Source: an optimization exercise on an open RTL-to-GDS flow (aim: small area, a short achievable clock period and few clock cycles per item). Production flows keep margins and buffers that such runs may drop.
Where RTL was checked, it was by simulation tests only, not by an equivalence proof against the original.
Power and IR drop assume default switching activity.

== job 9035 ==
Design input_event_state_tracker, start of the top module:
module input_event_state_tracker #(
  parameter int KEY_COUNT    = 256,
  parameter int BUTTON_COUNT = 8
) (
  input  logic                            clk,
  input  logic                            rst,
  input  logic                            cfg_we,
  input  logic [iest_pkg::CFG_IDX_W-1:0]  cfg_index,
  input  logic [iest_pkg::CFG_DATA_W-1:0] cfg_data,
  input  logic                            evt_in_valid,
  output logic                            evt_in_ready,
  input  logic [1:0]                      evt_in_device,
  input  logic [2:0]                      evt_in_kind,
  input  logic [7:0]                      evt_in_key_code,
  input  logic [2:0]                      evt_in_button_index,
  input  logic signed [15:0]              evt_in_pos_x,
  input  logic signed [15:0]              evt_in_pos_y,
  output logic                            evt_out_valid,
  input  logic                            evt_out_ready,
  output logic                            evt_out_synthetic,
  output logic [1:0]                      evt_out_device,
  output logic [2:0]                      evt_out_kind,
  ...
export LEC_CHECK = 0
export ABC_CLOCK_PERIOD_IN_PS = 2500
export CAP_MARGIN = 20
export CORE_MARGIN = 2
export CORE_UTILIZATION = 60
export CTS_CLUSTER_DIAMETER = 80
export CTS_CLUSTER_SIZE = 25
export PLACE_DENSITY = 0.85
export SETUP_SLACK_MARGIN = 5
export SLEW_MARGIN = 20
create_clock -name core_clock -period 8.0 [get_ports {clk}]
standard.sh (not shown) runs the stock make flow with config.mk's settings and CLKGATE_MAP_FILE= SYNTH_SCRIPT=/design/flow/synth_recipe.tcl, a recipe that flattens the netlist after the stock synthesis.
==> flow/flow/run.sh <==
#!/bin/bash
set -euo pipefail
MARGIN=${MARGIN:-5.5}
bash standard.sh SETUP_SLACK_MARGIN=$MARGIN \
  "BUFFER_PORTS_ARGS=-buffer_cell sky130_fd_sc_hd__buf_2" finish > standard.log 2>&1
Testbench counts of job 9035, summed over its fixed seeds: cycles 24,365, items 24,000.
> inputs changed (job 9035 -> job 624)
- a change of CTS_CLUSTER_DIAMETER from 80 to 60
- a change of CTS_CLUSTER_SIZE from 25 to 40
- a change of PLACE_DENSITY from 0.85 to 0.75
==> flow/flow/run.sh <==
#!/bin/bash
set -euo pipefail
MARGIN=${MARGIN:-5.35}
bash standard.sh SETUP_SLACK_MARGIN=$MARGIN \
  "BUFFER_PORTS_ARGS=-buffer_cell sky130_fd_sc_hd__buf_2" finish > standard.log 2>&1
[summary]
Placement-stage cell area went up slightly going from job 9035 to job 624. Job 624 falls short of job 9035 in worst setup slack. Across both runs, clock latency on the worst-skew pair was higher for job 624 than for job 9035. Re count of clock-buffer cells in the layout: job 9035 and job 624 aren't equal, and the higher value belongs to job 9035.
The following lists how job 3381 was set up differently from job 624:
- a change of CTS_CLUSTER_SIZE from 40 to 25
- a change of CTS_CLUSTER_DIAMETER from 60 to 80
## What came out
Having completed the whole flow, job 3381 delivered a layout that passed the timing, DRC and antenna checks.
Taking job 624 as the reference point, the signal arrival time at the worst endpoint of job 3381 falls by 0.05 ns.
Re gate count of the mapped netlist: no difference whatsoever between job 624 and job 3381.
Via count (lower): job 3381
For job 3381, the capture point of the critical path was evt_out_cursor_x[3], unlike job 624, where it was evt_out_cursor_y[6].
Between job 624 and job 3381, the cell count went down.
Job 3381 vs job 624 — clock power dropped by more than 10%
In job 3381, total power is lower than in job 624.
Final worst slack, job 624 and job 3381: smaller value in job 624
Diff job 624 -> job 3381 | routed wire length | decrease of about 0.9%
#### Input delta (job 3741 over job 3381)
- TNS_END_PERCENT: unset -> 5
==> flow/flow/run.sh <==
#!/bin/bash
set -euo pipefail
MARGIN=${MARGIN:-5.5}
bash standard.sh SETUP_SLACK_MARGIN=$MARGIN finish > standard.log 2>&1
--- outcome ---
- Number of nets in the layout in job 3741 is 0.98% above job 3381.
- Where post-placement setup slack is concerned, job 3381 is better than job 3741.
- [compare] base=job 3381 new=job 3741: detailed placement HPWL increased by 830 um relative to the old numbers; worst hold slack after final layout increased by 0.010 ns relative to the old numbers; largest net degree at the start of global routing increased by 51% relative to the old numbers; share of the clock period used by the worst path increased by 0.71 points relative to the old numbers.
- Clock-pin slew of the registers on the worst-case setup and hold paths: job 3741 vs job 3381, no meaningful difference
- Re count of pins over their slew limit: no difference whatsoever between job 3381 and job 3741.
- Job 3741 vs job 3381, slowest cell on the critical path: sky130_fd_sc_hd__nand3b_1 vs sky130_fd_sc_hd__dfxtp_2
- Job 3741 against job 3381: number of antenna cells inserted went down 4, post-route non-filler standard cell count went up 26, worst setup slack went down 0.057 ns.

* * *

input_event_state_tracker, a different RTL version from the one above (not shown whole).
Size: about 2600 cells after synthesis, roughly 0.031 mm^2 of cells after synthesis.
clock: 8.0 ns
lec_check: 0
abc_clock_period_in_ps: 2500
cap_margin: 20
core_margin: 2
core_utilization: 40
cts_buf_list: sky130_fd_sc_hd__clkbuf_8
cts_cluster_size: 20
place_density: 0.6
setup_slack_margin: 5
slew_margin: 20
run.sh (not shown) runs the stock make flow with config.mk's settings and CLKGATE_MAP_FILE= SYNTH_SCRIPT=/design/flow/synth_recipe.tcl, a recipe that flattens the netlist after the stock synthesis.
Stock flow here: none of the scripts above is used.
Then changed:
CTS_BUF_LIST = default   (was sky130_fd_sc_hd__clkbuf_8)
CTS_CLUSTER_SIZE = default   (was 20)
Outcome:
- The new run completed without violations
- power increases by about 4%
- routed wire length stays flat
- maximum frequency barely changes
- worst setup slack barely changes
Function was not checked in any run of this note: the RTL went through the layout flow alone.

* * *

== wip/maple ==
Another version of the RTL of input_event_state_tracker (not shown whole).
Size: roughly 2700 cells after synthesis, about 760 flip-flops, roughly 160 I/O pins, about 31000 um2 of cells after synthesis.
clock: 8.0 ns
lec_check: 0
abc_clock_period_in_ps: 2500
cap_margin: 20
core_margin: 2
core_utilization: 60
place_density: 0.75
setup_slack_margin: 5
slew_margin: 20
standard.sh (not shown) runs the stock make flow with config.mk's settings and CLKGATE_MAP_FILE= SYNTH_SCRIPT=/design/flow/synth_recipe.tcl, a recipe that flattens the netlist after the stock synthesis.
==> flow/flow/run.sh <==
#!/bin/bash
set -euo pipefail
MARGIN=${MARGIN:-5.4}
bash standard.sh SETUP_SLACK_MARGIN=$MARGIN finish > standard.log 2>&1
The flow did not stop early for wip/maple: all stages ran, and the layout cleared the timing, DRC and antenna checks.
Testbench counts of wip/maple, summed over its fixed seeds: cycles 24,348, items 24,000.
Changes in wip/delta relative to wip/maple:
- swapping 0.75 for 0.6 in PLACE_DENSITY
- swapping 60 for 40 in CORE_UTILIZATION
==> flow/run.sh (new file) <==
#!/bin/bash
# synth_recipe.tcl (not shown) runs the flow's synth.tcl, then flattens the netlist and writes it again
# the make line also repeats each setting of config.mk as NAME=value (left out here)
make -C /OpenROAD-flow-scripts/flow DESIGN_CONFIG=/design/flow/config.mk WORK_HOME=/design/flow/orfs CLKGATE_MAP_FILE= SYNTH_SCRIPT=/design/flow/synth_recipe.tcl finish
removed: flow/flow/run.sh
removed: flow/standard.sh
Results
Status | wip/delta and wip/maple | clean. Looking only at growth of design area from synthesis to finish, and setting everything else aside, the higher value of wip/delta and wip/maple goes to wip/maple. Min final-layout fill cell count across wip/delta and wip/maple: wip/maple. Sort wip/delta and wip/maple by total design power desc -> top: wip/maple. Critical path depth (wip/delta over wip/maple): increase, 6. Looking at share of the clock period used by the worst path, wip/delta sits 3.7 points higher than wip/maple does.
> inputs changed (wip/delta -> wip/tundra)
==> flow/flow/run.sh (new file) <==
#!/bin/bash
set -euo pipefail
MARGIN=${MARGIN:-5.4}
bash standard.sh SETUP_SLACK_MARGIN=$MARGIN finish > standard.log 2>&1
==> flow/standard.sh (new file) <==
#!/bin/bash
# synth_recipe.tcl (not shown) runs the flow's synth.tcl, then flattens the netlist and writes it again
# the make line also repeats each setting of config.mk as NAME=value (left out here)
make -C /OpenROAD-flow-scripts/flow DESIGN_CONFIG=/design/flow/config.mk WORK_HOME=/design/flow/orfs CLKGATE_MAP_FILE= SYNTH_SCRIPT=/design/flow/synth_recipe.tcl "${@:-finish}"
removed: flow/run.sh
==> run notes <==
wip/tundra has completed all stages; timing, DRC and antenna checks passed.
Going from wip/delta to wip/tundra, global-route wire length before repair grows by 4700 um.
Wire: wip/tundra routes more than wip/delta
[compare] base=wip/delta new=wip/tundra: number of top-level pins roughly the same; H-tree depth saw little to no change.
Cmp wip/tundra vs wip/delta: post-route clock period utilization lower in wip/tundra
Diff wip/tundra and wip/delta: DRC violation total after the first TritonRoute iteration lower in wip/delta
wip/tundra packs its core tighter than wip/delta.

* * *

Setup of lane 1:
Another version of the RTL of input_event_state_tracker (not shown whole).
For scale: roughly 740 flip-flops, ~160 I/O pins, ~30000 sq um of cells after synthesis.
clock: 8.0 ns
lec_check: 0
abc_clock_period_in_ps: 2500
cap_margin: 20
core_margin: 2
core_utilization: 60
cts_cluster_diameter: 80
cts_cluster_size: 25
place_density: 0.75
setup_slack_margin: 5
slew_margin: 20
==> flow/flow/run.sh <==
#!/bin/bash
set -euo pipefail
MARGIN=${MARGIN:-5.5}
bash standard.sh SETUP_SLACK_MARGIN=$MARGIN finish > standard.log 2>&1
Testbench counts of lane 1, summed over its fixed seeds: cycles 24,365, items 24,000.
--- input diff lane 1..lane 2 ---
# lane 1
export LEC_CHECK = 0
export ABC_CLOCK_PERIOD_IN_PS = 2500
export CAP_MARGIN = 20
export CORE_MARGIN = 2
export CORE_UTILIZATION = 60
export CTS_CLUSTER_DIAMETER = 80
export CTS_CLUSTER_SIZE = 25
export PLACE_DENSITY = 0.75
export SETUP_SLACK_MARGIN = 5
export SLEW_MARGIN = 20
create_clock -name core_clock -period 8.0 [get_ports {clk}]
# lane 2
export LEC_CHECK = 0
export ABC_CLOCK_PERIOD_IN_PS = 2500
export CAP_MARGIN = 20
export CORE_MARGIN = 2
export CORE_UTILIZATION = 75
export CTS_CLUSTER_DIAMETER = 80
export CTS_CLUSTER_SIZE = 25
export PLACE_DENSITY = 0.85
export SETUP_SLACK_MARGIN = 5
export SLEW_MARGIN = 20
create_clock -name core_clock -period 8.0 [get_ports {clk}]
==> run notes <==
- Taking lane 1 as the reference, in lane 2 clock buffer and inverter area fraction after layout saw a decrease, switching share of total power now larger, placement-stage worst setup slack fell by 0.022 ns.
- Changes observed in lane 2 relative to lane 1: worst setup slack picked up an extra 0.011 ns, area added between synthesis and finish now sits lower, net load switching power dropped about 0.7%, fraction of area in registers now sits at about the same level.
Here is what was changed in the inputs of lane 3 compared with lane 2.
# lane 2
export LEC_CHECK = 0
export ABC_CLOCK_PERIOD_IN_PS = 2500
export CAP_MARGIN = 20
export CORE_MARGIN = 2
export CORE_UTILIZATION = 75
export CTS_CLUSTER_DIAMETER = 80
export CTS_CLUSTER_SIZE = 25
export PLACE_DENSITY = 0.85
export SETUP_SLACK_MARGIN = 5
export SLEW_MARGIN = 20
create_clock -name core_clock -period 8.0 [get_ports {clk}]
# lane 3
export LEC_CHECK = 0
export ABC_CLOCK_PERIOD_IN_PS = 2500
export CAP_MARGIN = 20
export CORE_MARGIN = 2
export CORE_UTILIZATION = 60
export CTS_CLUSTER_DIAMETER = 80
export CTS_CLUSTER_SIZE = 25
export PLACE_DENSITY = 0.75
export SETUP_SLACK_MARGIN = 5
export SLEW_MARGIN = 20
create_clock -name core_clock -period 8.0 [get_ports {clk}]
==> flow/flow/run.sh <==
#!/bin/bash
set -euo pipefail
MARGIN=${MARGIN:-5.65}
bash standard.sh SETUP_SLACK_MARGIN=$MARGIN finish > standard.log 2>&1
- In the flow results for lane 2 and lane 3, the final setup slack of the worst path is smaller on lane 3.
- From lane 2 to lane 3 the numbers moved as follows: overall routing resource usage saw a decrease, sequential share of layout area saw a decrease, antenna cell count saw a decrease.
- Summary of lane 3 over lane 2: worst path arrival time now larger; upper clock frequency limit went down.
- Against lane 2, lane 3 reports a iteration count of the initial detailed-routing pass that is lower.
- [diff] final standard cell area without fillers, lane 3 relative to lane 2: regression
- Worst hold slack delta for lane 3 relative to lane 2: 0.012 ns higher

port drivers added, routing unchanged:
The results above use ideal ports. As a check the final layouts listed here were re-extracted and re-timed, cells and wires unchanged. Step 1: set_driving_cell puts a clkbuf_16 on clk and a buf_2 on each other input, an assumption about the parent block. Step 2, shift: input delay + t, output delay - t, t = (earliest + latest rising clock arrival at the registers) / 2. This alone moves slack from input paths to output paths. Three values: ideal, step 1, step 2; two values: the first two.
run | t (ns) | setup WS [ns] | worst setup path after step 2 | slew at the worst register clock pin (ns)
job 9035 | 0.649 | 5.295 / 5.234 / 4.872 | input to register | 0.11 / 0.11
job 624 | 0.667 | 5.283 / 5.220 / 4.777 | input to register | 0.11 / 0.11
job 3381 | 0.637 | 5.334 / 5.274 / 4.738 | input to register | 0.10 / 0.10
job 3741 | 0.654 | 5.278 / 5.267 / 4.664 | input to register | 0.10 / 0.10
the first run of note 2 | 0.784 | 5.043 / 4.980 / 4.214 | input to register | 0.07 / 0.07
the second run of note 2 | 0.686 | 5.043 / 4.979 / 4.412 | input to register | 0.06 / 0.06
wip/maple | 0.681 | 5.268 / 5.204 / 4.792 | input to register | 0.07 / 0.07
wip/delta | 0.677 | 4.975 / 4.975 / 4.420 | input to register | 0.06 / 0.06
wip/tundra | 0.676 | 5.229 / 5.166 / 4.774 | input to register | 0.07 / 0.07
lane 1 | 0.653 | 5.303 / 5.239 / 4.778 | input to register | 0.10 / 0.10
lane 2 | 0.649 | 5.314 / 5.253 / 4.778 | input to register | 0.11 / 0.11
lane 3 | 0.655 | 5.292 / 5.231 / 4.735 | input to register | 0.10 / 0.10
After both steps setup and hold are still met in every run listed. For the first run of note 2, which loses most, drivers alone change the setup slack by -0.063 ns; drivers and shift together by -0.829 ns.
